From an optimization exercise on the open Yosys and OpenROAD flow, aimed at small area; shortcuts taken in it are not production practice. The RTL was checked by simulation tests, not by an equivalence proof against the original design. No activity file was given, so power comes from the tool's default toggle rates.

File: flow/flow/run.sh
#!/bin/bash
set -uo pipefail
cts_args=$(cat flow/cts_args.txt)
cat >> config.mk <<EOC
export BUFFER_PORTS_ARGS = -buffer_cell sky130_fd_sc_hd__buf_1
export CTS_ARGS = ${cts_args}
EOC
cp config.mk config_used.log
bash standard.sh > standard.log 2>&1
File: flow/flow/cts_args.txt
-sink_clustering_enable -repair_clock_nets -sink_clustering_size 20 -sink_clustering_max_diameter 50 -buf_list sky130_fd_sc_hd__clkbuf_8 -dont_use_dummy_load
File: flow/standard.sh
#!/bin/bash
# synth_recipe.tcl (not shown) runs the flow's synth.tcl, then flattens the netlist and writes it again
# the make line also repeats each setting of config.mk as NAME=value (left out here)
make -C /OpenROAD-flow-scripts/flow DESIGN_CONFIG=/design/flow/config.mk WORK_HOME=/design/flow/orfs CLKGATE_MAP_FILE= SYNTH_SCRIPT=/design/flow/synth_recipe.tcl "${@:-finish}"
File: flow/config.mk
export PLATFORM = sky130hd
export DESIGN_NAME = auc_loader
export DESIGN_NICKNAME = auc_loader
export VERILOG_FILES = /design/flow/design.v
export SDC_FILE = /design/flow/constraint.sdc
export NUM_CORES = 4
export LEC_CHECK = 0
export CAP_MARGIN = 20
export CORE_MARGIN = 2
export CORE_UTILIZATION = 75
export SLEW_MARGIN = 20
export BUFFER_PORTS_ARGS = -buffer_cell sky130_fd_sc_hd__buf_1
export CTS_ARGS = -sink_clustering_enable -repair_clock_nets -sink_clustering_size 20 -sink_clustering_max_diameter 50 -buf_list sky130_fd_sc_hd__clkbuf_8 -dont_use_dummy_load
File: flow/constraint.sdc
create_clock -name core_clock -period 4.0 [get_ports {clk}]
set_input_delay 0.8000 -clock core_clock [delete_from_list [all_inputs] [get_ports {clk}]]
set_output_delay 0.8000 -clock core_clock [all_outputs]
set_load 0.01 [all_outputs]
File: flow/design.v
package auc_pkg;
  localparam int AUC_WIDTH = 256;
  localparam int AUC_BUS   = 32;
  localparam int AUC_DEPTH = 4;
  localparam int AUC_BEATS = AUC_WIDTH / AUC_BUS;
  localparam logic [2:0] MODE_RAND = 3'b000;
  localparam logic [2:0] MODE_INVS = 3'b001;
  localparam logic [2:0] MODE_R    = 3'b010;
  localparam logic [2:0] MODE_S    = 3'b011;
  localparam logic [2:0] MODE_MMUL = 3'b101;
endpackage
module auc_wbuf
#(
  parameter int WIDTH = auc_pkg::AUC_WIDTH,
  parameter int BUS   = auc_pkg::AUC_BUS,
  parameter int DEPTH = auc_pkg::AUC_DEPTH
) (
  input  logic                  clk,
  input  logic [WIDTH/BUS-1:0]  col_en,
  input  logic [BUS-1:0]        beat_dat,
  output logic [WIDTH-1:0]      row0_n,
  output logic [WIDTH-1:0]      row2_n
);
  localparam int NB = WIDTH / BUS;
  logic [WIDTH-1:0] row0_q, row1_q, row2_q, row3_q;
  always_ff @(posedge clk) begin
    for (int j = 0; j < NB; j++) begin
      if (col_en[j]) begin
        row0_q[j*BUS +: BUS] <= row1_q[j*BUS +: BUS];
        row1_q[j*BUS +: BUS] <= row2_q[j*BUS +: BUS];
        row2_q[j*BUS +: BUS] <= row3_q[j*BUS +: BUS];
        row3_q[j*BUS +: BUS] <= ~beat_dat;
      end
    end
  end
  assign row0_n = row0_q;
  assign row2_n = row2_q;
endmodule
module auc_loader
#(
  parameter int WIDTH = auc_pkg::AUC_WIDTH,
  parameter int BUS   = auc_pkg::AUC_BUS,
  parameter int DEPTH = auc_pkg::AUC_DEPTH
) (
  input  logic             clk,
  input  logic             rst,
  input  logic             host_wr,
  input  logic [BUS-1:0]   host_wdat,
  output logic             host_rdy,
  input  logic             host_cmd_vld,
  input  logic [2:0]       host_cmd_mode,
  output logic             host_cmd_rdy,
  input  logic             core_busy,
  output logic [WIDTH-1:0] auc_dat,
  output logic             auc_start,
  output logic [2:0]       auc_mode,
  output logic             ldr_busy,
  output logic             ldr_err
);
  localparam int NB = WIDTH / BUS;
  logic       busy_q;
  logic [2:0] bcnt_q;
  logic [2:0] wcnt_q;
  logic [2:0] mode_q;
  logic       err_q;
  logic       beat_en, cmd_fire, cmd_ok, legal;
  logic [2:0] nwords;
  logic [2:0] blen;
  logic [NB-1:0]    col_en;
  logic [WIDTH-1:0] row0_n, row2_n;
  logic       sel4_n, sel2_n;
  assign host_rdy     = !busy_q && !wcnt_q[2] && !host_cmd_vld;
  assign host_cmd_rdy = !busy_q && (bcnt_q == 3'd0) && !core_busy;
  assign beat_en  = host_wr && host_rdy;
  assign cmd_fire = host_cmd_vld && host_cmd_rdy;
  always_comb begin
    legal  = 1'b1;
    nwords = 3'd0;
    blen   = 3'd2;
    case (host_cmd_mode)
      auc_pkg::MODE_RAND,
      auc_pkg::MODE_INVS,
      auc_pkg::MODE_R:    begin nwords = 3'd0; blen = 3'd2; end
      auc_pkg::MODE_S:    begin nwords = 3'd2; blen = 3'd3; end
      auc_pkg::MODE_MMUL: begin nwords = 3'd4; blen = 3'd5; end
      default:            legal = 1'b0;
    endcase
  end
  assign cmd_ok = legal && (wcnt_q == nwords);
  always_ff @(posedge clk or negedge rst) begin
    if (!rst) begin
      busy_q <= 1'b0;
      bcnt_q <= 3'd0;
      wcnt_q <= 3'd0;
      mode_q <= 3'b000;
      err_q  <= 1'b0;
    end else if (busy_q) begin
      if (bcnt_q == 3'd0) busy_q <= 1'b0;
      else                bcnt_q <= bcnt_q - 3'd1;
    end else if (cmd_fire) begin
      err_q  <= !cmd_ok;
      wcnt_q <= 3'd0;
      if (cmd_ok) begin
        busy_q <= 1'b1;
        bcnt_q <= blen;
        mode_q <= host_cmd_mode;
      end
    end else if (beat_en) begin
      bcnt_q <= bcnt_q + 3'd1;
      if (bcnt_q == 3'd7) wcnt_q <= wcnt_q + 3'd1;
    end
  end
  for (genvar j = 0; j < NB; j++) begin : g_en
    assign col_en[j] = busy_q || (beat_en && bcnt_q == 3'(j));
  end
  auc_wbuf #(
    .WIDTH (WIDTH),
    .BUS   (BUS),
    .DEPTH (DEPTH)
  ) u_wbuf (
    .clk      (clk),
    .col_en   (col_en),
    .beat_dat (host_wdat),
    .row0_n   (row0_n),
    .row2_n   (row2_n)
  );
  assign sel4_n = !mode_q[2];
  assign sel2_n = !(mode_q[1] && mode_q[0]);
  assign auc_dat = ~((WIDTH'({WIDTH{sel4_n}}) | row0_n) &
                     (WIDTH'({WIDTH{sel2_n}}) | row2_n));
  assign auc_start = busy_q && (bcnt_q >= 3'd2);
  assign ldr_busy  = busy_q;
  assign auc_mode  = mode_q;
  assign ldr_err   = err_q;
endmodule
==> results.txt, run 1 <==
- Top cell type by total area after synthesis: edfxtp_1
- Syn Area/Cell: 23.1 µm²
- Clk_skew: 0.0565 ns
- Final Cell Area: 0.0365 mm²
- Status: timing/DRC/antenna clean
- Post-synthesis cell type count: 38
- Unrepaired setup endpoints after global routing: false
- Ys flop type: edfxtp_1
- Crit-path max FO: 43
- Leak pwr: 0.0112 µW
- FMAX: 0.300 GHz
- Syn. warnings: 2
- Routed Antenna Nets: 0
- Number of synthesized flops with an enable pin: 1024
- Clk latency of the worst-skew pair: 0.71 ns
- CP delay by family, top: buffers and inverters
- DRC: 0
- Worst r2r src: busy_q$_DFF_PN0_
- Fin crit period: around 3.3 ns
- Post-synth top cells: edfxtp_1, o22ai_1, clkbuf_1, inv_1, dfrtp_1
- CP Capture Point: auc_dat[135]
- FP Rows: 77
- Initial Utilization: 0.758
- Pwr dens: 764 mW/mm²
- Worst Max-Slew Pin Slew: 0.794 ns
- First-pass GRT wire length: 88400 µm
- Hold Vio Cnt, Final: 0
- Layout cell share with drive strength beyond 1: 0.0606
- GRT Total Usage: 0.265
- Crit path buf inv count: 2
- Nets: between 1500 and 2000
- Critical Path Source: mode_q[0]$_DFFE_PN0P_
- Reg2reg setup slack: 1.17 ns
- Critical Path End Type: output pin
- Post-CTS Hold Fix Bufs: 0
- Resized cells post-CTS: 0
- Die Ht: roughly 220 µm
- Crit path depth: 4
- TNS Setup: 0 ns
- CP Cell Sequence: nand2_4 -> buf_4 -> o22ai_1 -> buf_1
- IO Port Bufs: 303
- CP max-delay cell: buf_4
- Vias: 15000
- CTS Sinks: 1035
- Asr flop ratio synth: 0.0106
- FF-to-FF path depth: 4
- Initial DRC Count: about 2000
- Placed cell area: ~0.036 mm²
- Worst Hold Class: primary input to async pin
- Initial antenna violation count: 0
- Max H-tree Level: 2
- Most area-consuming cells after synthesis: edfxtp_1, o22ai_1, dfrtp_1, clkbuf_1, inv_1
- Startpoint types: flop
- Root Buffer: clkbuf_8
- Headroom to the max-slew limit: 0.471
- Register area share after synthesis: 0.925
- 1st-pass router iterations: 6
- Worst EP arrival: 2.54 ns
- Critical path type: flop to output pin
- Gr ovfl total: 0
- Max incr delay on CP: between 0.5 and 0.6 ns
- Vias in the first global route: 14200
- Fin util: 0.825
- Total CTS buffers: a little over 60
- Cells after synthesis: approximately 1500
- Mapped Area: 0.0335 mm²
- Max_cap viols: 0
- Fillers: about 2000
- Max IR drop VDD: 0.000596 V
- Via density: 6.32
- Area growth, synth to finish: 8.85%
- Share of the synthesized area in the top cell type: 0.917
- Final WL: 61600 µm
- Postcts setup bufs: 0
- Fin. max-slew vios: 0
- # setup viols final: 0
- CTS clock-pin slew for the worst setup and hold paths: roughly 0.11 ns
- Worst EP required: 3.20 ns
- Synthesized flop and latch total: 1035
- Avg WL per Cell: ~26 µm
- Final critical-path share of the clock period: 0.835
- Pwr Total: 27900 µW
- HPWL after detailed placement: 37600 µm
- Top-count cell post-synth: edfxtp_1
- Syn_nets: 1500
- Core Box Area: 0.0442 mm²
- Die Area: between 0.04 and 0.05 mm²
- Critical R2R Capture: u_wbuf.row0_q[167]$_DFFE_PP_
- Gp weighted congestion: 0.807
- CTS tree: yes
- CTS max path bufs: 3
- ANT cells: 0
- Chip Width: 215 µm
- Largest net degree at the start of global routing: approximately 130
- Ports: 304
-- cell usage in the layout, fill, tap and decap left out, types with 2 or more instances in the layout --
cell type	n
a2111o_1	2
a21o_4	4
a21oi_1	2
a31o_4	3
a31oi_1	2
and2_1	2
and3_1	2
and4bb_2	2
buf_1	303
buf_12	18
buf_4	8
clkbuf_8	61
dfrtp_1	11
edfxtp_1	1024
ha_1	8
inv_1	35
mux2_2	2
nand2_1	5
nand2b_1	2
nand3_1	2
nor2_1	6
o22ai_1	257
xor2_1	2
-- worst reg2reg max path, cell delays in order, from the launching register on --
cell,delay [ns]
dfrtp_1,0.68
nor3_1,0.40
and2_1,0.45
a31o_4,0.64
buf_4,0.36
-- flip-flops by register name, indices dropped and copies added (netlist names) --
| name | flops |
|---|---|
| err_q | 1 |
| u_wbuf.row3_q | 256 |
| u_wbuf.row1_q | 256 |
| bcnt_q | 3 |
| u_wbuf.row0_q | 256 |
| wcnt_q | 3 |
| mode_q | 3 |
| u_wbuf.row2_q | 256 |
| busy_q | 1 |
-- how the worst min path moves through the flow --
stage | start | endpoint | slack [ns] | cells past startpoint
floorplan | u_wbuf.row1_q[0]$_DFFE_PP_ | u_wbuf.row0_q[0]$_DFFE_PP_ | 0.40 | 0
global placement | u_wbuf.row3_q[93]$_DFFE_PP_ | u_wbuf.row2_q[93]$_DFFE_PP_ | 0.40 | 0
detailed placement | u_wbuf.row1_q[177]$_DFFE_PP_ | u_wbuf.row0_q[177]$_DFFE_PP_ | 0.40 | 0
CTS | rst | wcnt_q[0]$_DFFE_PN0P_ | 0.06 | 1
global route | rst | wcnt_q[0]$_DFFE_PN0P_ | 0.10 | 1
finish | rst | wcnt_q[0]$_DFFE_PN0P_ | 0.09 | 1
-- where the power goes --
group	switching (µW)	leakage (µW)	internal [µW]
combinational	4430	0.00133	1570
clock	2820	0.000439	1370
sequential	1170	0.00947	16500
total	8420	0.0112	19500
-- final cells by class --
class / instances / area [µm²] / area share
timing repair buffer: 329 / 1560 / 0.0427
clock buffer: 61 / 840 / 0.0230
inverter: 36 / 140 / 0.00384
sequential: 1035 / 31000 / 0.850
tap: 592 / 741 / 0.0203
multi-input combinational: 320 / 2200 / 0.0603
-- cells by family after synthesis --
logic type | after synthesis | share of synthesized area
flip-flops | 1035 | 0.925
AO/OA/AOI/OAI | 278 | 0.0534
buffers and inverters | 97 | 0.0113
AND/OR/NAND/NOR | 28 | 0.00515
adder cells (fa/ha/maj) | 8 | 0.00299
multiplexers | 4 | 0.00142
XOR/XNOR | 2 | 0.000522
-- routing by layer --
layer,part of all wire,track usage
met4,0.024,0.0784
met5,0,0
met3,0.087,0.0598
met1,0.41,0.401
met2,0.47,0.403
-- through the flow --
| step | worst slack, ns | std cells | hold slack, ns |
|---|---|---|---|
| after detailed placement | 1.03 | 2312 | 0.405 |
| after global placement | 1.06 | 2312 | 0.400 |
| after CTS | 0.624 | 2373 | 0.0563 |
| final | 0.661 | 2373 | 0.0909 |
| after floorplan | 0.279 | 1452 | 0.400 |
| after global routing | 0.530 | 2373 | 0.102 |
==> run 2, diff against run 1 <==
--- a/flow/config.mk
+++ b/flow/config.mk
@@ -7,6 +7,6 @@
 export LEC_CHECK = 0
-export CAP_MARGIN = 20
+export CAP_MARGIN = 0
 export CORE_MARGIN = 2
 export CORE_UTILIZATION = 75
-export SLEW_MARGIN = 20
+export SLEW_MARGIN = 0
 export BUFFER_PORTS_ARGS = -buffer_cell sky130_fd_sc_hd__buf_1
==> run 2 against run 1 <==
Compared with the run above:
- via count is the same
- clock power hardly changed
- hold slack did not move
- critical endpoint unchanged
- die area unchanged
- highest routed layer unchanged
- non-clock buffer count unchanged
- still clean
==> results.txt, run 2 <==
- Status: timing/DRC/antenna clean
- Most frequent cells in the layout: edfxtp_1, buf_1, o22ai_1, clkbuf_8, inv_1
- Share of the synthesized area in the top cell type: 0.917
- Final WL: 61600 µm
- Critical Path Source: mode_q[0]$_DFFE_PN0P_
- Ports: just over 300
- CP Cell Sequence: nand2_4 -> buf_4 -> o22ai_1 -> buf_1
- Layout cell share with drive strength beyond 1: 0.0606
- Post-synthesis cell type count: 38
- Die Area: roughly 0.046 mm²
- Headroom to the max-slew limit: 0.471
- Clk_skew: 0.0565 ns
- Register share of total power: 0.635
- Syn. warnings: 2
- Mux share of post-synthesis cell area: 0.00142
- ANT cells: 0
- FP Rows: 77
- Register area share after synthesis: 0.925
- Chip Width: 215 µm
- Synth Area in Simple Gates: 0.00515
- TNS Setup: 0 ns
- Sw Ratio: 0.302
- Avg WL per Cell: about 26 µm
- Mapped Area: ~0.034 mm²
- Unrepaired setup endpoints after global routing: false
- Routed Antenna Nets: 0
- IO Port Bufs: 303
- XOR/XNOR Fraction of Synth Area: 0.000522
- Post-Synth Adder-Cell Area: 0.00298
- Largest net degree at the start of global routing: 129
- Psw: 8420 µW
- Ys flop type: edfxtp_1
- Critical path type: flop to output pin
- Worst r2r src: busy_q$_DFF_PN0_
- Resized cells post-CTS: 0
- Post-CTS Hold Fix Bufs: 0
- Fin crit period: 3.34 ns
- Post-synth top cells: edfxtp_1, o22ai_1, clkbuf_1, inv_1, dfrtp_1
- Vias: 15000
- Cells after synthesis: approximately 1500
- CP max-delay cell: buf_4
- Worst Max-Slew Pin Slew: just under 0.8 ns
- Gp weighted congestion: 0.807
- Die Ht: 215 µm
- Via density: 6.32
- GRT Total Usage: 0.265
- Pwr Total: between 20000 and 30000 µW
- Startpoint types: flop
- Synth Area in Compound Gates: 0.0534
- Postcts setup bufs: 0
- Critical Path End Type: output pin
- 1st-pass router iterations: 6
- Max_cap viols: 0
- Synthesized flop and latch total: 1035
- Initial DRC Count: 1950
- Internal power: 19500 µW
- Gr ovfl total: 0
- Leak pwr: 0.0112 µW
- Most area-consuming cells after synthesis: edfxtp_1, o22ai_1, dfrtp_1, clkbuf_1, inv_1
- Initial antenna violation count: 0
- First-pass GRT wire length: 88400 µm
- Root Buffer: clkbuf_8
- CTS max path bufs: 3
- Comb power frac: 0.215
- Worst EP arrival: 2.54 ns
- CTS clock-pin slew for the worst setup and hold paths: 0.11 ns
- Max H-tree Level: 2
- # setup viols final: 0
- Worst EP required: 3.20 ns
- Final critical-path share of the clock period: 0.835
- Crit-path max FO: 43
- Syn Area/Cell: 23.1 µm²
- Pwr dens: 764 mW/mm²
- DRC: 0
- Core Box Area: 0.0442 mm²
- Clk latency of the worst-skew pair: approximately 0.71 ns
- Syn_nets: 1500
- Max IR drop VDD: 0.000596 V
- Main combinational cell family by area after synthesis: compound AO/OA/AOI/OAI gates
- Clock share of power: 0.150
- Nets: 1831
- Commonest non-fill, non-tap cell in the layout: edfxtp_1
- Max incr delay on CP: 0.56 ns
- Asr flop ratio synth: 0.0106
- Number of synthesized flops with an enable pin: 1024
- Area growth, synth to finish: 8.85%
- CTS tree: yes
- CTS Sinks: 1035
- Initial Utilization: 0.758
- Fin. max-slew vios: 0
- Worst Hold Class: primary input to async pin
- Top-count cell post-synth: edfxtp_1
- Vias in the first global route: 14200
- Top cell type by total area after synthesis: edfxtp_1
- FMAX: 0.300 GHz
- Total CTS buffers: 61
- HPWL after detailed placement: 37600 µm
- Hold Vio Cnt, Final: 0
==> run 2: cell counts in the layout (fill, tap and decap cells not counted) <==
Identical to the previous run, type by type.
==> run 2: metrics by stage <==
stage | util | hold WS (ns) | std cells | cell area [µm²] | setup WS, ns
finish | 0.825 | 0.0909 | 2373 | 36500 | 0.661
global route | 0.825 | 0.102 | 2373 | 36500 | 0.530
CTS | 0.825 | 0.0563 | 2373 | 36500 | 0.624
detailed placement | 0.806 | 0.405 | 2312 | 35700 | 1.03
global placement | 0.806 | 0.400 | 2312 | 35700 | 1.06
floorplan | - | 0.400 | 1452 | 33500 | 0.279
==> run 2: cell families (layout without fill, tap and decap cells) <==
kind of cell / count (synthesis) / count (layout)
and+or+nand+nor: 28 / 28
buffers and inverters: 97 / 426
adders and majority gates: 8 / 8
muxes: 4 / 4
AOI/OAI and AO/OA: 278 / 278
DFF: 1035 / 1035
xor gates and xnor gates: 2 / 2
==> run 2: final timing paths <==
kind	end	slack, ns	cells after the start
hold reg to reg	u_wbuf.row2_q[11]$_DFFE_PP_	0.38	0
setup / recovery	auc_dat[135]	0.66	4
max in group asynchronous	err_q$_DFFE_PN0P_	3.44	1
hold / removal	wcnt_q[0]$_DFFE_PN0P_	0.09	1
setup reg to reg	u_wbuf.row0_q[167]$_DFFE_PP_	1.17	4
min in group core_clock	u_wbuf.row2_q[11]$_DFFE_PP_	0.38	0
==> run 2: worst max-delay path, delay by kind of cell, from the launching register on <==
kind                   cells  cell delay (ns)
AOI/OAI and AO/OA          1             0.27
and+or+nand+nor            1             0.42
buffers and inverters      2             0.75
DFF                        1             0.42
==> run 2: final cells by class <==
cell class                 instances  area (µm²)
clock buffer                      61         840
fill                            1990        7720
inverter                          36         140
multi-input combinational        320        2200
sequential                      1035       31000
tap                              592         741
timing repair buffer             329        1560
==> run 2: routing by layer <==
metal	track usage	wire length, µm
met2	0.403	29300
met1	0.401	25500
met4	0.0784	1480
met3	0.0598	5370
met5	0	0
==> run 2: power groups by stage <==
| stage | registers (µW) | logic, µW | clock network (µW) |
|---|---|---|---|
| 5_1_grt | 17900 | 6470 | 4580 |
| 3_3_place_gp | 17700 | 5930 | 0 |
| 2_1_floorplan | 17600 | 3520 | 0 |
| 6_report | 17700 | 6010 | 4180 |
| 3_5_place_dp | 17900 | 6080 | 0 |
| 4_1_cts | 17700 | 6070 | 4270 |
==> run 3, diff against run 2 <==
--- a/flow/design.v
+++ b/flow/design.v
@@ -14,10 +14,10 @@
   parameter int WIDTH = auc_pkg::AUC_WIDTH,
-  parameter int BUS   = auc_pkg::AUC_BUS,
-  parameter int DEPTH = auc_pkg::AUC_DEPTH
+  parameter int BUS   = auc_pkg::AUC_BUS
 ) (
   input  logic                  clk,
-  input  logic [WIDTH/BUS-1:0]  col_en,
+  input  logic [WIDTH/BUS-1:0]  lo_en,
+  input  logic [WIDTH/BUS-1:0]  hi_en,
   input  logic [BUS-1:0]        beat_dat,
   output logic [WIDTH-1:0]      row0_n,
-  output logic [WIDTH-1:0]      row2_n
+  output logic [WIDTH-1:0]      row1_n
 );
@@ -27,5 +27,7 @@
     for (int j = 0; j < NB; j++) begin
-      if (col_en[j]) begin
+      if (lo_en[j]) begin
         row0_q[j*BUS +: BUS] <= row1_q[j*BUS +: BUS];
         row1_q[j*BUS +: BUS] <= row2_q[j*BUS +: BUS];
+      end
+      if (hi_en[j]) begin
         row2_q[j*BUS +: BUS] <= row3_q[j*BUS +: BUS];
@@ -36,3 +38,3 @@
   assign row0_n = row0_q;
-  assign row2_n = row2_q;
+  assign row1_n = row1_q;
 endmodule
@@ -68,5 +70,6 @@
   logic [2:0] blen;
-  logic [NB-1:0]    col_en;
-  logic [WIDTH-1:0] row0_n, row2_n;
-  logic       sel4_n, sel2_n;
+  logic [5:0] bidx;
+  logic [NB-1:0]    lo_en, hi_en;
+  logic [WIDTH-1:0] row0_n, row1_n;
+  logic       n4, n2;
   assign host_rdy     = !busy_q && !wcnt_q[2] && !host_cmd_vld;
@@ -112,4 +115,11 @@
   end
+  assign bidx = {wcnt_q, bcnt_q};
   for (genvar j = 0; j < NB; j++) begin : g_en
-    assign col_en[j] = busy_q || (beat_en && bcnt_q == 3'(j));
+    logic beat_j, extra_j;
+    assign beat_j  = beat_en && (bcnt_q == 3'(j));
+    assign extra_j = (beat_en && (bidx == 6'(9 + j) || bidx == 6'(10 + j))) ||
+                     (j >= NB - 2 && cmd_fire && wcnt_q == 3'd2);
+    assign hi_en[j] = busy_q || beat_j || extra_j;
+    assign lo_en[j] = busy_q || (beat_j && !wcnt_q[1] && !wcnt_q[2]) ||
+                      extra_j;
   end
@@ -117,15 +127,18 @@
     .WIDTH (WIDTH),
-    .BUS   (BUS),
-    .DEPTH (DEPTH)
+    .BUS   (BUS)
   ) u_wbuf (
     .clk      (clk),
-    .col_en   (col_en),
+    .lo_en    (lo_en),
+    .hi_en    (hi_en),
     .beat_dat (host_wdat),
     .row0_n   (row0_n),
-    .row2_n   (row2_n)
+    .row1_n   (row1_n)
   );
-  assign sel4_n = !mode_q[2];
-  assign sel2_n = !(mode_q[1] && mode_q[0]);
-  assign auc_dat = ~((WIDTH'({WIDTH{sel4_n}}) | row0_n) &
-                     (WIDTH'({WIDTH{sel2_n}}) | row2_n));
+  assign n4 = mode_q[2];
+  assign n2 = mode_q[1] && mode_q[0];
+  assign auc_dat[WIDTH-BUS-1:0] = ~(row0_n[WIDTH-BUS-1:0] |
+                                    {(WIDTH-BUS){!(n4 || n2)}});
+  assign auc_dat[WIDTH-1:WIDTH-BUS] =
+    ~(({BUS{!n4}} | row0_n[WIDTH-1:WIDTH-BUS]) &
+      ({BUS{!n2}} | row1_n[WIDTH-1:WIDTH-BUS]));
   assign auc_start = busy_q && (bcnt_q >= 3'd2);
--- a/flow/config.mk
+++ b/flow/config.mk
@@ -7,6 +7,6 @@
 export LEC_CHECK = 0
-export CAP_MARGIN = 0
+export CAP_MARGIN = 20
 export CORE_MARGIN = 2
-export CORE_UTILIZATION = 75
-export SLEW_MARGIN = 0
+export CORE_UTILIZATION = 80
+export SLEW_MARGIN = 20
 export BUFFER_PORTS_ARGS = -buffer_cell sky130_fd_sc_hd__buf_1
==> run 3 against run 2 <==
Compared with the run above:
- cell area fell by 1.3%
- largest cell class unchanged
- critical endpoint is now u_wbuf.row3_q[158]$_DFFE_PP_
- sequential power grew 5%
- non-clock buffer count grew 2
- setup slack worse by 0.034 ns
- critical path type is now flop to flop
- clock power fell by 2%
- hold slack lost 0.013 ns
- register-to-register slack lost 0.54 ns
- wire length rose by 0.47%
- critical path depth grew 2
- count of clock-buffer cells in the layout decreased by 2
==> results.txt, run 3 <==
- Avg WL per Cell: 26.3 µm
- Crit path buf inv count: 1
- Worst EP required: 4.35 ns
- Max IR drop VDD: 0.000659 V
- Commonest non-fill, non-tap cell in the layout: edfxtp_1
- Nets: 1873
- Fin cells: 2358
- Most frequent cells in the layout: edfxtp_1, buf_1, nor2_1, clkbuf_8, inv_1
- Max H-tree Level: 2
- Cells after synthesis: 1470
- CP Cell Sequence: nor4b_4 -> and2_1 -> and2b_1 -> o21ai_1 -> nand2_2 -> buf_12
- Worst Hold Class: primary input to async pin
- Final critical-path share of the clock period: 0.843
- Core Box Area: slightly above 0.04 mm²
- Most area-consuming cells after synthesis: edfxtp_1, nor2_1, dfrtp_1, o22ai_1, inv_1
- Hold slack final: 0.0780 ns
- CTS Sinks: between 1000 and 1500
- IO Port Bufs: 303
- Critical Path End Type: flop
- Vias in the first global route: ~14000
- First-pass GRT wire length: 90400 µm
- Hold Vio Cnt, Final: 0
- Crit-path max FO: between 40 and 50
- Initial antenna violation count: 3
- Vias: 14700
- Via density: approximately 6.2
- Worst EP arrival: 3.72 ns
- Asr flop ratio synth: 0.0106
- Status: timing/DRC/antenna clean
- Critical path type: flop to flop
- Syn_nets: around 1500
- Share of the synthesized area in the top cell type: 0.929
- Root Buffer: clkbuf_8
- # setup viols final: 0
- Die Ht: 207 µm
- Pwr dens: 772 mW/mm²
- TNS Setup: 0 ns
- Total CTS buffers: 59
- Leak pwr: 0.0116 µW
- Top-count cell post-synth: edfxtp_1
- Placed instance count: between 2000 and 2500
- Final WL: 61900 µm
- Largest net degree at the start of global routing: between 100 and 150
- DRC: 0
- Clk_skew: between 0.04 and 0.05 ns
- Max incr delay on CP: approximately 0.78 ns
- Syn Area/Cell: 22.5 µm²
- CP delay by family, top: simple AND/OR/NAND/NOR gates
- CTS clock-pin slew for the worst setup and hold paths: 0.11 ns
- Top cell type by total area after synthesis: edfxtp_1
- Max_cap viols: 0
- Layout cell share with drive strength beyond 1: 0.0615
- CTS max path bufs: 3
- CP max-delay cell: dfrtp_1
- Startpoint types: flop
- Fin. max-slew vios: 0
- Fillers: 1323
- Ports: 304
- GRT Total Usage: 0.293
- FMAX: 0.296 GHz
- Unrepaired setup endpoints after global routing: false
- Worst Max-Slew Pin Slew: between 1 and 1.5 ns
- Post-CTS Hold Fix Bufs: 0
- Mapped Area: about 0.033 mm²
- Post-synthesis cell type count: 42
- Register area share after synthesis: 0.938
- Initial DRC Count: between 1500 and 2000
- Place WS: 0.630 ns
- Gp weighted congestion: 0.878
- Die Area: 0.0430 mm²
- Chip Width: 207 µm
- Ys flop type: edfxtp_1
- Routed Antenna Nets: 0
- Gr ovfl total: 0
- HPWL after detailed placement: around 40000 µm
- Fin util: 0.883
- Number of synthesized flops with an enable pin: 1024
- Resized cells post-CTS: 0
- CTS tree: yes
- Area growth, synth to finish: 8.93%
- Setup slack after layout: 0.627 ns
- Post-synth top cells: edfxtp_1, nor2_1, inv_1, o22ai_1, clkbuf_1
- Fin crit period: 3.37 ns
- Postcts setup bufs: 0
- FP Rows: 74
- Initial Utilization: 0.810
- Synthesized flop and latch total: approximately 1000
- Syn. warnings: 2
- 1st-pass router iterations: 7
- Clk latency of the worst-skew pair: around 0.69 ns
- Headroom to the max-slew limit: 0.293
run 3: cell count changes after synthesis, moves of 6 or more:
cell,change
nor2_1,+228
o22ai_1,-224
clkbuf_1,-25
o21ai_1,+6
nand2_1,+11
run 3: cells by family (layout without fill, tap and decap cells):
group           count (synthesis)  count (layout)  synth area share
compound gates                 66              66            0.0128
xor+xnor                        1               1          0.000265
fa+ha+maj                       9               9           0.00340
buf+inv                        78             430           0.00930
flops                        1035            1035             0.938
mux                             7               7           0.00231
other cells                     0               4                 0
simple gates                  274             274            0.0343
run 3: through the flow:
stage               cell area [µm²]  total power [µW]
finish                        36000             27800
global placement              35200             23200
detailed placement            35200             24000
CTS                           36000             27900
floorplan                     33100             21200
global route                  36000             28900
run 3: cell type report:
type	instances	area, µm²	share of cell area
flip-flops and latches	1035	31000	0.861
multi-input cells	357	1860	0.0515
repair buffers	331	1520	0.0422
clock buffers	59	812	0.0225
well taps	532	666	0.0185
inverters	40	150	0.00417
diodes	4	10.0	0.000278
run 3: final timing paths:
check	endpoint	start	slack, ns	cells after the start
setup reg to reg	u_wbuf.row3_q[158]$_DFFE_PP_	busy_q$_DFF_PN0_	0.63	6
hold reg to reg	u_wbuf.row2_q[194]$_DFFE_PP_	u_wbuf.row3_q[194]$_DFFE_PP_	0.37	0
min in group core_clock	u_wbuf.row2_q[194]$_DFFE_PP_	u_wbuf.row3_q[194]$_DFFE_PP_	0.37	0
hold / removal	wcnt_q[2]$_DFFE_PN0P_	rst	0.08	1
max in group asynchronous	bcnt_q[2]$_DFFE_PN0P_	rst	3.50	1
setup / recovery	u_wbuf.row3_q[158]$_DFFE_PP_	busy_q$_DFF_PN0_	0.63	6
run 3: where the power goes:
| group | switching (µW) | internal [µW] | total [µW] |
|---|---|---|---|
| logic | 4150 | 1130 | 5270 |
| registers | 1340 | 17100 | 18500 |
| clock network | 2760 | 1330 | 4080 |
| total | 8240 | 19600 | 27800 |
run 3: routing by layer:
metal  wire, µm  track usage  vias up
met5          0            0        -
met4       2600        0.112        0
met3       5810       0.0605      179
met2      30400        0.467      967
met1      23100        0.419     7292
li1           -            -     6242
==> run 4, diff against run 3 <==
--- a/flow/config.mk
+++ b/flow/config.mk
@@ -7,5 +7,6 @@
 export LEC_CHECK = 0
+export ABC_AREA = 1
 export CAP_MARGIN = 20
 export CORE_MARGIN = 2
-export CORE_UTILIZATION = 80
+export CORE_UTILIZATION = 75
 export SLEW_MARGIN = 20
==> run 4 against run 3 <==
Compared with the run above:
- still clean
- cell count increased by 4.3%
- register-to-register slack improved by 0.58 ns
- combinational power up 8.0%
- cell area is 0.24% higher
- wire length decreased by 11%
- clock skew up 0.017 ns
- synthesized cell count is 3.0% higher
- clock power rose by 5%
- critical endpoint is now auc_dat[176]
==> results.txt, run 4 <==
- Status: timing/DRC/antenna clean
- Register area share after synthesis: 0.936
- Ys flop type: edfxtp_1
- Gr ovfl total: 0
- Core Box Area: 0.0439 mm²
- Unrepaired setup endpoints after global routing: false
- Number of synthesized flops with an enable pin: 1024
- HPWL after detailed placement: ~35000 µm
- GRT Total Usage: 0.240
- Post-synthesis cell type count: 27
- CTS tree: yes
- 1st-pass router iterations: 5
- Fin cells: ~2500
- Final critical-path share of the clock period: 0.831
- Syn. warnings: 2
- Routed Antenna Nets: 0
- Max H-tree Level: 3
- CP max-delay cell: a21oi_4
- Pwr Total: 28100 µW
- Hold Vio Cnt, Final: 0
- Initial DRC Count: between 1500 and 2000
- Max_cap viols: 0
- Worst Hold Class: primary input to async pin
- Fin crit period: 3.32 ns
- Vias in the first global route: 13400
- Cells after synthesis: between 1500 and 2000
- Max incr delay on CP: 0.67 ns
- Ports: ~300
- Avg WL per Cell: between 20 and 25 µm
- Hold slack final: between 0.15 and 0.2 ns
- Die Ht: 214 µm
- Worst EP arrival: approximately 2.5 ns
- Syn Area/Cell: 21.9 µm²
- Root Buffer: clkbuf_8
- CP Cell Sequence: a21oi_4 -> buf_12 -> nor2_1 -> buf_1
- Placed instance count: 2392
- Initial antenna violation count: 3
- Critical path type: flop to output pin
- Share of the synthesized area in the top cell type: 0.928
- CP delay by family, top: compound AO/OA/AOI/OAI gates
- Via density: about 5.7
- Resized cells post-CTS: 0
- Synthesized flop and latch total: roughly 1000
- Critical Path End Type: output pin
- IO Port Bufs: 303
- Worst EP required: 3.20 ns
- FMAX: approximately 0.30 GHz
- Initial Utilization: 0.755
- Most area-consuming cells after synthesis: edfxtp_1, nor2_1, dfrtp_1, nand2_1, o22ai_1
- Vias: 13900
- Crit-path max FO: 70
- Headroom to the max-slew limit: 0.318
- First-pass GRT wire length: 79600 µm
- Multi-input combinational cell area: 0.00188 mm²
- Pwr dens: 778 mW/mm²
- Post-CTS Hold Fix Bufs: 0
- Die Area: 0.0459 mm²
- Crit path buf inv count: 2
- CTS clock-pin slew for the worst setup and hold paths: 0.11 ns
- FP Rows: 77
- # setup viols final: 0
- Top cell type by total area after synthesis: edfxtp_1
- Syn_nets: 1563
- Clk_skew: 0.0613 ns
- Total CTS buffers: 66
- Setup slack after layout: approximately 0.68 ns
- Layout cell share with drive strength beyond 1: 0.0616
- Area growth, synth to finish: 8.98%
- Mapped Area: 0.0332 mm²
- Fillers: between 1500 and 2000
- DRC: 0
- Place WS: 0.966 ns
- Asr flop ratio synth: 0.0106
- Gp weighted congestion: 0.926
- Chip Width: between 200 and 250 µm
- CTS Sinks: a little over 1000
- Top-count cell post-synth: edfxtp_1
- Largest net degree at the start of global routing: around 100
- Startpoint types: flop
- Clk latency of the worst-skew pair: 0.65 ns
- Nets: 1917
- Post-synth top cells: edfxtp_1, nor2_1, nand2_1, inv_1, o22ai_1
- Final WL: 55000 µm
- Max IR drop VDD: between 0.0009 and 0.001 V
- CTS max path bufs: 3
- Commonest non-fill, non-tap cell in the layout: edfxtp_1
- Fin. max-slew vios: 0
- Postcts setup bufs: 0
- Worst Max-Slew Pin Slew: a little over 1 ns
- Leak pwr: 0.0117 µW
- Most frequent cells in the layout: edfxtp_1, buf_1, nor2_1, clkbuf_8, inv_1
- Register area: between 0.03 and 0.04 mm²
-- run 4: changes by cell type in the layout (fill, tap and decap cells not counted), moves of 6 or more --
cell      before  now
buf_12        14    8
nor2_1       233  242
nand2_1       15   46
inv_1         37   48
a21oi_1        3    9
nand3_1        3   10
clkbuf_8      59   66
-- run 4: worst register-to-register path, cell delays in order (launching register included) --
cell,delay (ns)
dfrtp_1,0.74
nor3_4,0.12
nand2_4,0.18
nor2_4,0.07
o211ai_1,0.23
nand3_4,0.79
-- run 4: worst paths after layout --
| kind | startpoint | slack [ns] | cells past startpoint | endpoint |
|---|---|---|---|---|
| worst max-delay path | mode_q[1]$_DFFE_PN0P_ | 0.68 | 4 | auc_dat[176] |
| worst min-delay path | rst | 0.17 | 1 | wcnt_q[1]$_DFFE_PN0P_ |
| worst max register to register | busy_q$_DFF_PN0_ | 1.21 | 5 | u_wbuf.row0_q[139]$_DFFE_PP_ |
| worst min register to register | u_wbuf.row1_q[190]$_DFFE_PP_ | 0.38 | 0 | u_wbuf.row0_q[190]$_DFFE_PP_ |
| max in group asynchronous | rst | 3.31 | 1 | bcnt_q[1]$_DFFE_PN0P_ |
| min in group core_clock | u_wbuf.row1_q[190]$_DFFE_PP_ | 0.38 | 0 | u_wbuf.row0_q[190]$_DFFE_PP_ |
-- run 4: cell type report --
cell class | instances | share of cell area
multi-input cells | 391 | 0.0521
well taps | 592 | 0.0205
repair buffers | 320 | 0.0378
inverters | 54 | 0.00568
diodes | 1 | 0.0000693
flip-flops and latches | 1035 | 0.859
clock buffers | 66 | 0.0251
-- run 4: power breakdown --
group	internal (µW)	leakage [µW]	switching [µW]
registers	17000	0.00952	1140
clock network	1490	0.000475	2770
logic	1160	0.00167	4530
total	19700	0.0117	8440
-- run 4: cells by family after synthesis --
kind of cell,synth area share
buffers and inverters,0.0112
flip-flops,0.936
AND/OR/NAND/NOR,0.0388
adder cells (fa/ha/maj),0.00340
AO/OA/AOI/OAI,0.0108
-- run 4: metrics by stage --
| step | area, µm² | TNS [ns] | util |
|---|---|---|---|
| floorplan | 33200 | -55.35 | - |
| global placement | 35200 | 0 | 0.802 |
| detailed placement | 35200 | 0 | 0.802 |
| CTS | 36100 | 0 | 0.822 |
| global route | 36100 | 0 | 0.822 |
| finish | 36100 | 0 | 0.822 |
-- run 4: layer usage --
metal	track usage	routed length, µm	vias up
met4	0.0875	1650	0
met1	0.366	23600	6870
li1	-	-	6334
met5	0	0	-
met3	0.0516	4370	104
met2	0.359	25300	627
==> run 5, diff against run 4 <==
--- a/flow/config.mk
+++ b/flow/config.mk
@@ -7,3 +7,2 @@
 export LEC_CHECK = 0
-export ABC_AREA = 1
 export CAP_MARGIN = 20
==> run 5 against run 4 <==
Compared with the run above:
- cell area hardly changed
- highest routed layer unchanged
- wire length is 1.5% lower
- via count down 2.4%
- die area fell by 0.19%
- still clean
- critical path type unchanged
- count of clock-buffer cells in the layout decreased by 6
==> results.txt, run 5 <==
- FP Rows: 76
- Syn_nets: 1519
- Chip Width: ~210 µm
- Die Ht: approximately 210 µm
- Mapped Area: about 0.033 mm²
- Gr ovfl total: 0
- Post-synthesis cell type count: 42
- Psw: ~8000 µW
- Share of the synthesized area in the top cell type: 0.929
- CP Cell Sequence: clkinv_1 -> o22ai_1 -> buf_1
- Internal power: roughly 20000 µW
- 1st-pass router iterations: 7
- Routed Antenna Nets: 0
- Synthesized flop and latch total: between 1000 and 1500
- DRC: 0
- Syn Area/Cell: approximately 23 µm²
- Avg WL per Cell: 22.5 µm
- Clk_skew: around 0.050 ns
- Setup slack after layout: 0.456 ns
- Vias in the first global route: 13200
- Clock share of power: 0.149
- FMAX: 0.282 GHz
- Layout cell share with drive strength beyond 1: 0.0583
- CP max-delay cell: clkinv_1
- Fin cells: about 2400
- Syn. warnings: 2
- Post-CTS Hold Fix Bufs: 0
- Fin crit period: 3.54 ns
- Worst Hold Class: primary input to async pin
- Register area share after synthesis: 0.938
- Fillers: 1900
- CTS Sinks: 1035
- Pwr Total: 27400 µW
- Post-synth top cells: edfxtp_1, nor2_1, inv_1, o22ai_1, clkbuf_1
- Commonest non-fill, non-tap cell in the layout: edfxtp_1
- Most area-consuming cells after synthesis: edfxtp_1, nor2_1, dfrtp_1, o22ai_1, inv_1
- Postcts setup bufs: 0
- Register share of total power: 0.667
- Nets: 1868
- Final WL: 54100 µm
- CTS max path bufs: 3
- Placed cell area: 0.0353 mm²
- IO Port Bufs: 303
- Max_cap viols: 0
- Vias: 13600
- Top cell type by total area after synthesis: edfxtp_1
- Ports: 304
- Die Area: between 0.04 and 0.05 mm²
- Resized cells post-CTS: 0
- CP delay by family, top: buffers and inverters
- Pwr dens: 758 mW/mm²
- Initial DRC Count: 1474
- Headroom to the max-slew limit: 0.329
- Hold Vio Cnt, Final: 0
- Most frequent cells in the layout: edfxtp_1, buf_1, nor2_1, clkbuf_8, inv_1
- Via density: between 5 and 6
- Status: timing/DRC/antenna clean
- Post-Synth Adder-Cell Area: 0.00340
- Place WS: slightly above 0.8 ns
- Max IR drop VDD: 0.000590 V
- Initial antenna violation count: 4
- CTS clock-pin slew for the worst setup and hold paths: about 0.080 ns
- Comb power frac: 0.184
- Critical Path End Type: output pin
- Register area: 0.0310 mm²
- Total CTS buffers: 60
- Area growth, synth to finish: 9.09%
- Startpoint types: flop
- Worst EP arrival: roughly 2.7 ns
- Unrepaired setup endpoints after global routing: false
- XOR/XNOR Fraction of Synth Area: 0.000265
- Worst Max-Slew Pin Slew: 1.00 ns
- Sw Ratio: 0.286
- Final critical-path share of the clock period: 0.886
- Cells after synthesis: approximately 1500
- Placed instance count: 2342
- Gp weighted congestion: 0.842
- Max H-tree Level: 2
- Ys flop type: edfxtp_1
- Final Cell Area: 0.0361 mm²
- Synth Area in Compound Gates: 0.0128
- Synth Area in Simple Gates: 0.0343
- Mux share of post-synthesis cell area: 0.00231
- Clk latency of the worst-skew pair: 0.69 ns
- Crit-path max FO: 32
- GRT Total Usage: 0.238
- HPWL after detailed placement: 34300 µm
- Main combinational cell family by area after synthesis: simple AND/OR/NAND/NOR gates
- Root Buffer: clkbuf_8
- Leak pwr: between 0.01 and 0.015 µW
- Fin. max-slew vios: 0
- Multi-input combinational cell area: 0.00187 mm²
- First-pass GRT wire length: 79200 µm
- Top-count cell post-synth: edfxtp_1
- CTS tree: yes
- Max incr delay on CP: 0.80 ns
- Initial Utilization: 0.765
- TNS Setup: 0 ns
- Asr flop ratio synth: 0.0106
- Worst EP required: about 3.2 ns
- Critical path type: flop to output pin
- Largest net degree at the start of global routing: 117
- Core Box Area: 0.0433 mm²
- Crit path buf inv count: 2
- # setup viols final: 0
- Number of synthesized flops with an enable pin: 1024
[run 5: changes by cell type after synthesis, sizes merged, moves of 12 or more]
cell and change:
clkbuf +17, nor2 -12, inv -14, buf -13, nand2 -40, nand3 -13
[run 5: layout make-up]
cell class              count  share of cell area
inverters                  40             0.00416
multi-input cells         357              0.0519
diodes                      4            0.000277
clock buffers              60              0.0229
repair buffers            325              0.0409
flip-flops and latches   1035               0.860
well taps                 585              0.0203
[run 5: per-layer routing]
metal  vias up  wire, µm  part of all wire  GRT usage
li1       6225         -                 -          -
met1      6713     23000              0.43      0.368
met2       569     24900              0.46      0.357
met3        96      4500             0.083     0.0454
met4         0      1730             0.032     0.0825
met5         -         0                 0          0
[run 5: metrics by stage]
step | utilization | hold WS (ns)
4_1_cts | 0.834 | 0.0890
3_5_place_dp | 0.815 | 0.405
6_report | 0.834 | 0.132
3_3_place_gp | 0.815 | 0.400
2_1_floorplan | - | 0.400
5_1_grt | 0.834 | 0.151
[run 5: final timing paths]
path / from / endpoint / slack [ns] / cells after the start
worst min register to register: u_wbuf.row3_q[11]$_DFFE_PP_ / u_wbuf.row2_q[11]$_DFFE_PP_ / 0.40 / 0
min in group core_clock: u_wbuf.row3_q[11]$_DFFE_PP_ / u_wbuf.row2_q[11]$_DFFE_PP_ / 0.40 / 0
worst min-delay path: rst / err_q$_DFFE_PN0P_ / 0.13 / 1
worst max-delay path: mode_q[2]$_DFFE_PN0P_ / auc_dat[248] / 0.46 / 3
max in group asynchronous: rst / wcnt_q[2]$_DFFE_PN0P_ / 3.43 / 1
worst max register to register: busy_q$_DFF_PN0_ / u_wbuf.row3_q[181]$_DFFE_PP_ / 0.94 / 5
[run 5: power by group through the flow]
stage	clock, µW	combinational [µW]	sequential [µW]
2_1_floorplan	0	3110	18100
6_report	4070	5050	18200
3_3_place_gp	0	4960	18300
4_1_cts	4170	5150	18300
3_5_place_dp	0	5150	18500
5_1_grt	4460	5530	18600
[run 5: cell families (layout without fill, tap and decap cells)]
family / Yosys count / count (layout)
compound gates: 66 / 66
xor+xnor: 1 / 1
fa+ha+maj: 9 / 9
buf+inv: 78 / 425
flops: 1035 / 1035
mux: 7 / 7
other cells: 0 / 4
simple gates: 274 / 274
==> run 6, diff against run 5 <==
--- a/flow/config.mk
+++ b/flow/config.mk
@@ -10,2 +10,3 @@
 export CORE_UTILIZATION = 75
+export GPL_ROUTABILITY_DRIVEN = 0
 export SLEW_MARGIN = 20
==> run 6 against run 5 <==
Compared with the run above:
- synthesized cell count unchanged
- largest cell class unchanged
- non-clock buffer count is the same
- critical path type unchanged
- register-to-register slack barely moved
- still clean
- die area unchanged
==> results.txt, run 6 <==
- Fin util: 0.834
- Via density: 5.65
- Top cell type by total area after synthesis: edfxtp_1
- Post-CTS Hold Fix Bufs: 0
- Startpoint types: flop
- Routed Antenna Nets: 0
- Vias: 13600
- Final critical-path share of the clock period: 0.886
- Internal power: 19500 µW
- Register area share after synthesis: 0.938
- Max H-tree Level: 2
- Syn Area/Cell: 22.5 µm²
- DRC: 0
- Layout cell share with drive strength beyond 1: 0.0583
- GRT Total Usage: 0.238
- Die Ht: between 200 and 250 µm
- Avg WL per Cell: 22.5 µm
- CTS clock-pin slew for the worst setup and hold paths: 0.08 ns
- Comb power frac: 0.184
- Core Box Area: 0.0433 mm²
- Root Buffer: clkbuf_8
- CTS Sinks: 1035
- Initial Utilization: 0.765
- Number of synthesized flops with an enable pin: between 1000 and 1500
- Max IR drop VDD: 0.000590 V
- Vias in the first global route: 13200
- Nets: 1868
- Metal-1 WL: 23000 µm
- Initial DRC Count: 1474
- Die Area: 0.0458 mm²
- First-pass GRT wire length: 79200 µm
- Leak pwr: 0.0115 µW
- Commonest non-fill, non-tap cell in the layout: edfxtp_1
- Worst Hold Class: primary input to async pin
- # setup viols final: 0
- Share of the synthesized area in the top cell type: 0.929
- Max_cap viols: 0
- Fillers: 1900
- Unrepaired setup endpoints after global routing: false
- Asr flop ratio synth: 0.0106
- Status: timing/DRC/antenna clean
- Gr ovfl total: 0
- Register share of total power: 0.667
- Worst EP arrival: 2.74 ns
- Mapped Area: 0.0331 mm²
- FMAX: 0.282 GHz
- CTS max path bufs: 3
- Fin crit period: 3.54 ns
- Worst Max-Slew Pin Slew: 1.00 ns
- Crit-path max FO: 32
- Top-count cell post-synth: edfxtp_1
- Met3 wire length: 4500 µm
- Total CTS buffers: 60
- Clk_skew: 0.0505 ns
- Critical path type: flop to output pin
- Hold Vio Cnt, Final: 0
- Ys flop type: edfxtp_1
- Worst EP required: 3.20 ns
- Met2 wire length: between 20000 and 25000 µm
- Largest net degree at the start of global routing: 117
- CTS tree: yes
- HPWL after detailed placement: roughly 34000 µm
- Max Used Layer: met4
- Cells after synthesis: 1470
- Headroom to the max-slew limit: 0.329
- Final WL: 54100 µm
- Chip Width: 214 µm
- Postcts setup bufs: 0
- Clock share of power: 0.149
- Ports: between 300 and 400
- Sw Ratio: 0.286
- Post-synth top cells: edfxtp_1, nor2_1, inv_1, o22ai_1, clkbuf_1
- Post-synthesis cell type count: 42
- 1st-pass router iterations: 7
- Pwr dens: 758 mW/mm²
- FP Rows: 76
- TNS Setup: 0 ns
- Critical Path End Type: output pin
- Resized cells post-CTS: 0
- Syn_nets: around 1500
- Area growth, synth to finish: 9.09%
- Fin. max-slew vios: 0
- IO Port Bufs: just over 300
- Initial antenna violation count: 4
- Most frequent cells in the layout: edfxtp_1, buf_1, nor2_1, clkbuf_8, inv_1
- Clk latency of the worst-skew pair: 0.69 ns
- Synthesized flop and latch total: 1035
- Psw: ~7800 µW
- Most area-consuming cells after synthesis: edfxtp_1, nor2_1, dfrtp_1, o22ai_1, inv_1
- Syn. warnings: 2
-- run 6: cell counts after synthesis --
No cell type changed its count.
-- run 6: worst paths after layout --
kind,from,end,slack [ns],depth (start not counted)
worst max-delay path,mode_q[2]$_DFFE_PN0P_,auc_dat[248],0.46,3
worst min-delay path,rst,err_q$_DFFE_PN0P_,0.13,1
worst max register to register,busy_q$_DFF_PN0_,u_wbuf.row3_q[181]$_DFFE_PP_,0.94,5
worst min register to register,u_wbuf.row3_q[11]$_DFFE_PP_,u_wbuf.row2_q[11]$_DFFE_PP_,0.40,0
max in group asynchronous,rst,wcnt_q[2]$_DFFE_PN0P_,3.43,1
min in group core_clock,u_wbuf.row3_q[11]$_DFFE_PP_,u_wbuf.row2_q[11]$_DFFE_PP_,0.40,0
-- run 6: cells by family (layout without fill, tap and decap cells) --
| kind of cell | after synthesis | in the layout | synth area share |
|---|---|---|---|
| flops | 1035 | 1035 | 0.938 |
| simple gates | 274 | 274 | 0.0343 |
| buf+inv | 78 | 425 | 0.00930 |
| compound gates | 66 | 66 | 0.0128 |
| fa+ha+maj | 9 | 9 | 0.00340 |
| mux | 7 | 7 | 0.00231 |
| xor+xnor | 1 | 1 | 0.000265 |
| other cells | 0 | 4 | 0 |
-- run 6: area by class of cell --
type                            count  area [µm²]  share of cell area
Antenna cell                        4        10.0            0.000277
Clock buffer                       60         826              0.0229
Inverter                           40         150             0.00416
Multi-Input combinational cell    357        1870              0.0519
Sequential cell                  1035       31000               0.860
Tap cell                          585         732              0.0203
Timing Repair Buffer              325        1480              0.0409
-- run 6: critical path: stages (launching register included) --
cell      delay (ns)
dfrtp_1         0.44
clkinv_1        0.80
o22ai_1         0.61
buf_1           0.21
-- run 6: power by group through the flow --
stage          Sequential, µW  Clock (µW)  Combinational [µW]
2_1_floorplan           18100           0                3110
3_3_place_gp            18300           0                4960
3_5_place_dp            18500           0                5150
4_1_cts                 18300        4170                5150
5_1_grt                 18600        4460                5530
6_report                18200        4070                5050
-- run 6: metal layers --
layer  vias up  global-route usage
met1      6713               0.368
met2       569               0.357
li1       6225                   -
met5         -                   0
met4         0              0.0825
met3        96              0.0454
-- run 6: per-stage QoR --
step                cell area (µm²)  setup slack [ns]  hold slack, ns  power, µW  cells
floorplan                     33100            -0.117           0.400      21200   1470
global placement              35300             0.928           0.400      23200   2342
detailed placement            35300             0.816           0.405      23700   2342
CTS                           36100             0.717          0.0890      27600   2402
global route                  36100             0.323           0.151      28500   2402
finish                        36100             0.456           0.132      27400   2406
==> run 7, diff against run 6 <==
==> flow/flow/cts_args.txt (replaced) <==
-sink_clustering_enable -repair_clock_nets -sink_clustering_size 22 -sink_clustering_max_diameter 45 -buf_list sky130_fd_sc_hd__clkbuf_8 -dont_use_dummy_load
==> flow/config.mk (replaced) <==
export PLATFORM = sky130hd
export DESIGN_NAME = auc_loader
export DESIGN_NICKNAME = auc_loader
export VERILOG_FILES = /design/flow/design.v
export SDC_FILE = /design/flow/constraint.sdc
export NUM_CORES = 4
export LEC_CHECK = 0
export CAP_MARGIN = 20
export CORE_MARGIN = 2
export CORE_UTILIZATION = 75
export SLEW_MARGIN = 20
export BUFFER_PORTS_ARGS = -buffer_cell sky130_fd_sc_hd__buf_1
export CTS_ARGS = -sink_clustering_enable -repair_clock_nets -sink_clustering_size 22 -sink_clustering_max_diameter 45 -buf_list sky130_fd_sc_hd__clkbuf_8 -dont_use_dummy_load
==> run 7 against run 6 <==
Compared with the run above:
- critical path depth stayed put
- utilization is 0.25 points higher
- via count is 0.85% higher
- non-clock buffer count stayed put
- power is 0.90% higher
- area after synthesis stayed put
- sequential share of layout area is 0.26 points lower
- clock power is 5.7% higher
==> results.txt, run 7 <==
- Setup slack after layout: 0.463 ns
- Startpoint types: flop
- Clk_skew: 0.0623 ns
- First-pass GRT wire length: 79700 µm
- Via density: 5.68
- Root Buffer: clkbuf_8
- CTS tree: yes
- Share of the synthesized area in the top cell type: 0.929
- Vias in the first global route: 13300
- IO Port Bufs: 303
- Final Cell Area: about 0.036 mm²
- Ports: roughly 300
- Top-count cell post-synth: edfxtp_1
- CP Cell Sequence: clkinv_1 -> o22ai_1 -> buf_1
- Worst Hold Class: primary input to async pin
- Syn Area/Cell: 22.5 µm²
- Fin cells: around 2400
- Max H-tree Level: 3
- Avg WL per Cell: 22.5 µm
- Unrepaired setup endpoints after global routing: false
- Fillers: 1877
- Gp weighted congestion: 0.842
- Number of synthesized flops with an enable pin: between 1000 and 1500
- CTS max path bufs: 3
- Layout cell share with drive strength beyond 1: 0.0625
- Critical path type: flop to output pin
- Reg2reg setup slack: 0.97 ns
- Syn. warnings: 2
- Routed Antenna Nets: 0
- Ys flop type: edfxtp_1
- Nets: 1876
- Core Box Area: between 0.04 and 0.05 mm²
- DRC: 0
- Chip Width: 214 µm
- FMAX: 0.283 GHz
- Hold slack final: 0.145 ns
- Top cell type by total area after synthesis: edfxtp_1
- Postcts setup bufs: 0
- Cells after synthesis: 1470
- Worst EP arrival: 2.74 ns
- Post-synthesis cell type count: 42
- Leak pwr: about 0.012 µW
- Commonest non-fill, non-tap cell in the layout: edfxtp_1
- Post-synth top cells: edfxtp_1, nor2_1, inv_1, o22ai_1, clkbuf_1
- Max incr delay on CP: 0.81 ns
- FP Rows: 76
- Hold Vio Cnt, Final: 0
- Worst Max-Slew Pin Slew: 0.999 ns
- Mapped Area: approximately 0.033 mm²
- Initial DRC Count: around 1500
- Area growth, synth to finish: 9.42%
- Clk latency of the worst-skew pair: approximately 0.65 ns
- Crit-path max FO: 32
- Status: timing/DRC/antenna clean
- Initial Utilization: 0.765
- Most area-consuming cells after synthesis: edfxtp_1, nor2_1, dfrtp_1, o22ai_1, inv_1
- Die Area: 0.0458 mm²
- Total CTS buffers: 68
- Worst EP required: 3.20 ns
- Final WL: 54300 µm
- Largest net degree at the start of global routing: approximately 120
- Fin crit period: 3.54 ns
- CTS clock-pin slew for the worst setup and hold paths: ~0.12 ns
- Initial antenna violation count: 3
- Placed cell area: 0.0353 mm²
- Vias: between 10000 and 15000
- Most frequent cells in the layout: edfxtp_1, buf_1, nor2_1, clkbuf_8, inv_1
- Pwr dens: 763 mW/mm²
- Placed instance count: roughly 2300
- Syn_nets: 1519
- GRT Total Usage: 0.240
- Max IR drop VDD: 0.000593 V
- Post-CTS Hold Fix Bufs: 0
- Register area share after synthesis: 0.938
- CP max-delay cell: clkinv_1
- CTS Sinks: about 1000
- Fin. max-slew vios: 0
- # setup viols final: 0
- Headroom to the max-slew limit: 0.330
- 1st-pass router iterations: 6
- Die Ht: 214 µm
- Max_cap viols: 0
- Gr ovfl total: 0
- Critical Path End Type: output pin
- Resized cells post-CTS: 0
- Final critical-path share of the clock period: 0.884
- HPWL after detailed placement: 34300 µm
- Synthesized flop and latch total: a little over 1000
- Asr flop ratio synth: 0.0106
- Place WS: 0.816 ns
[run 7: cell counts after synthesis]
No cell type changed its count.
[run 7: cell type report]
class	instances	area, µm²	area share
repair buffers	325	1480	0.0408
flip-flops and latches	1035	31000	0.857
diodes	4	10.0	0.000276
multi-input cells	357	1870	0.0518
well taps	585	732	0.0202
clock buffers	68	936	0.0259
inverters	40	150	0.00415
[run 7: kinds of logic (layout without fill, tap and decap cells)]
logic type / Yosys count / after routing / share of synthesized area
AO/OA/AOI/OAI: 66 / 66 / 0.0128
adder cells (fa/ha/maj): 9 / 9 / 0.00340
XOR/XNOR: 1 / 1 / 0.000265
other: 0 / 4 / 0
flip-flops: 1035 / 1035 / 0.938
multiplexers: 7 / 7 / 0.00231
AND/OR/NAND/NOR: 274 / 274 / 0.0343
buffers and inverters: 78 / 433 / 0.00930
[run 7: metal layers]
metal	track usage	vias up	part of all wire
li1	-	6242	-
met1	0.368	6785	0.43
met2	0.361	604	0.46
met3	0.0505	88	0.083
met4	0.0797	0	0.027
met5	0	-	0
[run 7: final timing paths]
path / end / from / depth (start not counted)
worst max-delay path: auc_dat[246] / mode_q[2]$_DFFE_PN0P_ / 3
worst min register to register: u_wbuf.row2_q[228]$_DFFE_PP_ / u_wbuf.row3_q[228]$_DFFE_PP_ / 0
worst max register to register: u_wbuf.row2_q[176]$_DFFE_PP_ / busy_q$_DFF_PN0_ / 5
min in group core_clock: u_wbuf.row2_q[228]$_DFFE_PP_ / u_wbuf.row3_q[228]$_DFFE_PP_ / 0
worst min-delay path: mode_q[2]$_DFFE_PN0P_ / rst / 1
max in group asynchronous: wcnt_q[2]$_DFFE_PN0P_ / rst / 1
[run 7: worst max-delay path, delay by kind of cell (launching register included)]
| kind | cells | cell delay (ns) |
|---|---|---|
| flip-flops | 1 | 0.45 |
| AO/OA/AOI/OAI | 1 | 0.60 |
| buffers and inverters | 2 | 1.02 |
[run 7: where the power goes]
part / internal, µW / leakage [µW] / switching, µW / total (µW)
clock network: 1540 / 0.000489 / 2760 / 4300
logic: 1100 / 0.00159 / 3950 / 5050
registers: 17100 / 0.00951 / 1160 / 18300
[run 7: stage by stage]
| stage | TNS [ns] | power (µW) | utilization |
|---|---|---|---|
| after floorplan | -13.58 | 21200 | - |
| after global placement | 0 | 23200 | 0.815 |
| after detailed placement | 0 | 23700 | 0.815 |
| after CTS | 0 | 27800 | 0.837 |
| after global routing | 0 | 28800 | 0.837 |
| final | 0 | 27600 | 0.837 |
==> run 8, diff against run 7 <==
==> flow/flow/cts_args.txt (replaced) <==
-sink_clustering_enable -repair_clock_nets -sink_clustering_size 28 -sink_clustering_max_diameter 40 -buf_list sky130_fd_sc_hd__clkbuf_16 -dont_use_dummy_load
--- a/flow/config.mk
+++ b/flow/config.mk
@@ -12,2 +12,2 @@
 export BUFFER_PORTS_ARGS = -buffer_cell sky130_fd_sc_hd__buf_1
-export CTS_ARGS = -sink_clustering_enable -repair_clock_nets -sink_clustering_size 22 -sink_clustering_max_diameter 45 -buf_list sky130_fd_sc_hd__clkbuf_8 -dont_use_dummy_load
+export CTS_ARGS = -sink_clustering_enable -repair_clock_nets -sink_clustering_size 28 -sink_clustering_max_diameter 40 -buf_list sky130_fd_sc_hd__clkbuf_16 -dont_use_dummy_load
==> run 8 against run 7 <==
Compared with the run above:
- area after synthesis is the same
- global-route usage grew 9.2 points
- clock skew shrank 0.014 ns
- sequential cell count is the same
- the layout now fails its checks (antenna rules)
- utilization grew 2.6 points
- register-to-register slack lost 0.42 ns
- synthesized cell count is the same
- cell area grew 3.1%
- critical path depth grew 2
- wire length grew 36%
- highest routed layer unchanged
- clock power grew 64%
- first-iteration DRC count grew 64%
==> results.txt, run 8 <==
- Vias in the first global route: 15800
- Headroom to the max-slew limit: 0.268
- Max_cap viols: 0
- Largest net degree at the start of global routing: around 120
- Mux share of post-synthesis cell area: 0.00231
- Number of synthesized flops with an enable pin: slightly above 1000
- Pwr dens: between 800 and 900 mW/mm²
- Fin util: 0.863
- Initial antenna violation count: 2
- CTS max path bufs: 3
- Synth Area in Simple Gates: 0.0343
- # setup viols final: 0
- Fin crit period: 3.45 ns
- Avg WL per Cell: 30.4 µm
- Most area-consuming cells after synthesis: edfxtp_1, nor2_1, dfrtp_1, o22ai_1, inv_1
- Synth Area in Compound Gates: 0.0128
- Comb power frac: 0.176
- Initial DRC Count: 2425
- Worst EP required: 4.20 ns
- Area growth, synth to finish: 12.8%
- Critical path type: flop to flop
- Placed cell area: 0.0353 mm²
- Asr flop ratio synth: 0.0106
- Gr ovfl total: 0
- Internal power: 21900 µW
- Resized cells post-CTS: 0
- Psw: 9370 µW
- Root Buffer: clkbuf_16
- Commonest non-fill, non-tap cell in the layout: edfxtp_1
- Post-synthesis cell type count: 42
- CTS tree: yes
- Most frequent cells in the layout: edfxtp_1, buf_1, nor2_1, clkbuf_16, inv_1
- GRT Total Usage: 0.332
- Hold Vio Cnt, Final: 0
- Vias: 15500
- Ports: slightly above 300
- XOR/XNOR Fraction of Synth Area: 0.000265
- Sw Ratio: 0.300
- HPWL after detailed placement: 34300 µm
- Critical Path End Type: flop
- Synthesized flop and latch total: roughly 1000
- Final Cell Area: 0.0373 mm²
- CTS clock-pin slew for the worst setup and hold paths: around 0.050 ns
- Syn Area/Cell: 22.5 µm²
- Syn. warnings: 2
- Syn_nets: 1519
- IO Port Bufs: 303
- Ys flop type: edfxtp_1
- Fillers: 1495
- Nets: approximately 1900
- Register share of total power: 0.598
- Final critical-path share of the clock period: 0.863
- Cells after synthesis: 1470
- Die Ht: 214 µm
- Leak pwr: around 0.012 µW
- First-pass GRT wire length: 108000 µm
- Top cell type by total area after synthesis: edfxtp_1
- Worst Max-Slew Pin Slew: 1.10 ns
- TNS Setup: 0 ns
- Worst Hold Class: primary input to async pin
- Main combinational cell family by area after synthesis: simple AND/OR/NAND/NOR gates
- Share of the synthesized area in the top cell type: 0.929
- Status: complete, but fails checks
- Multi-input combinational cell area: ~0.0019 mm²
- Chip Width: roughly 210 µm
- Die Area: 0.0458 mm²
- Crit-path max FO: between 60 and 70
- Max IR drop VDD: between 0.0006 and 0.0007 V
- Via density: 6.39
- Worst EP arrival: 3.65 ns
- Initial Utilization: 0.765
- Max H-tree Level: 3
- Postcts setup bufs: 0
- Clock share of power: 0.226
- Layout cell share with drive strength beyond 1: 0.0701
- Startpoint types: flop
- Post-CTS Hold Fix Bufs: 0
- Post-synth top cells: edfxtp_1, nor2_1, inv_1, o22ai_1, clkbuf_1
- Final WL: approximately 74000 µm
- Core Box Area: 0.0433 mm²
- DRC: 0
- Mapped Area: between 0.03 and 0.04 mm²
- Routed Antenna Nets: 1
- Register area share after synthesis: 0.938
- 1st-pass router iterations: 6
- Post-Synth Adder-Cell Area: 0.00340
- Layout Check Failures: antenna rules
- Clk_skew: about 0.048 ns
- FP Rows: 76
- Top-count cell post-synth: edfxtp_1
- Gp weighted congestion: 0.842
- CTS Sinks: 1035
- FMAX: 0.290 GHz
- Clk latency of the worst-skew pair: 0.63 ns
- Register area: just over 0.03 mm²
- Unrepaired setup endpoints after global routing: false
- Fin. max-slew vios: 0
- Total CTS buffers: 82
run 8: metal layers:
layer | wire, µm | up-vias | track usage | share of wire
met2 | 37100 | 1273 | 0.546 | 0.50
met4 | 2960 | 0 | 0.121 | 0.040
met1 | 26500 | 7726 | 0.455 | 0.36
li1 | - | 6286 | - | -
met3 | 7340 | 237 | 0.0688 | 0.099
met5 | 0 | - | 0 | 0
run 8: cells by family after synthesis:
kind of cell / count (synthesis)
AOI/OAI and AO/OA: 66
xor gates and xnor gates: 1
adders and majority gates: 9
buffers and inverters: 78
DFF: 1035
muxes: 7
and+or+nand+nor: 274
run 8: final cells by class:
class	instances	area share
clock buffers	82	0.0550
inverters	40	0.00402
well taps	585	0.0196
flip-flops and latches	1035	0.831
repair buffers	325	0.0396
diodes	5	0.000335
multi-input cells	357	0.0502
run 8: through the flow:
| stage | instances | setup WS [ns] | power, µW | hold slack (ns) |
|---|---|---|---|---|
| finish | 2429 | 0.550 | 31300 | 0.200 |
| global route | 2424 | 0.475 | 32200 | 0.249 |
| CTS | 2424 | 0.677 | 31300 | 0.201 |
| detailed placement | 2342 | 0.816 | 23700 | 0.405 |
| global placement | 2342 | 0.928 | 23200 | 0.400 |
| floorplan | 1470 | -0.117 | 21200 | 0.400 |
run 8: path summary, 6_finish.rpt:
| check | startpoint | end | slack [ns] | depth (start not counted) |
|---|---|---|---|---|
| min in group core_clock | u_wbuf.row2_q[222]$_DFFE_PP_ | u_wbuf.row1_q[222]$_DFFE_PP_ | 0.38 | 0 |
| max in group asynchronous | rst | wcnt_q[1]$_DFFE_PN0P_ | 3.36 | 1 |
| setup / recovery | busy_q$_DFF_PN0_ | u_wbuf.row3_q[186]$_DFFE_PP_ | 0.55 | 5 |
| hold reg to reg | u_wbuf.row2_q[222]$_DFFE_PP_ | u_wbuf.row1_q[222]$_DFFE_PP_ | 0.38 | 0 |
| setup reg to reg | busy_q$_DFF_PN0_ | u_wbuf.row3_q[186]$_DFFE_PP_ | 0.55 | 5 |
| hold / removal | rst | mode_q[1]$_DFFE_PN0P_ | 0.20 | 1 |
run 8: power by group through the flow:
stage	Clock, µW	Sequential (µW)	Combinational, µW
finish	7070	18700	5490
global route	7440	18900	5830
CTS	7120	18700	5470
detailed placement	0	18500	5150
global placement	0	18300	4960
floorplan	0	18100	3110
run 8: critical path: stages (launching register included):
cell	delay [ns]
dfrtp_1	0.78
nor4b_4	0.74
and2_1	0.29
and2b_1	0.29
a211o_2	0.22
buf_4	0.68

-- what the ideal ports hide --
The flow's constraints put no driver on any port. The routed layouts listed below were extracted and timed again, unchanged, in two steps. Step 1 assumes that a clkbuf_16 drives the clock port and a buf_2 every other input. Step 2 also shifts input and output timing later by t, the mid clock arrival at the registers, as if the neighbouring blocks saw the same clock. Slacks: ideal ports / drivers / drivers and shift; pairs: ideal ports / drivers.
| run | t (ns) | setup slack, ns | latest minus earliest clock arrival (ns) | cell pins on the clock port's net |
|---|---|---|---|---|
| run 1 | 0.734 | 0.661 / 0.605 / 1.025 | 0.065 / 0.065 | 1 |
| run 2 | 0.734 | 0.661 / 0.605 / 1.025 | 0.065 / 0.065 | 1 |
| run 3 | 0.723 | 0.627 / 0.627 / 0.557 | 0.055 / 0.054 | 1 |
| run 4 | 0.676 | 0.676 / 0.616 / 0.949 | 0.061 / 0.061 | 1 |
| run 5 | 0.714 | 0.456 / 0.407 / 0.792 | 0.050 / 0.050 | 1 |
| run 6 | 0.714 | 0.456 / 0.407 / 0.792 | 0.050 / 0.050 | 1 |
| run 7 | 0.663 | 0.463 / 0.408 / 0.804 | 0.076 / 0.076 | 1 |
| run 8 | 0.661 | 0.550 / 0.550 / 0.443 | 0.069 / 0.069 | 1 |
For run 8, which loses most, drivers alone change the setup slack by 0.000 ns; drivers and shift together by -0.107 ns.
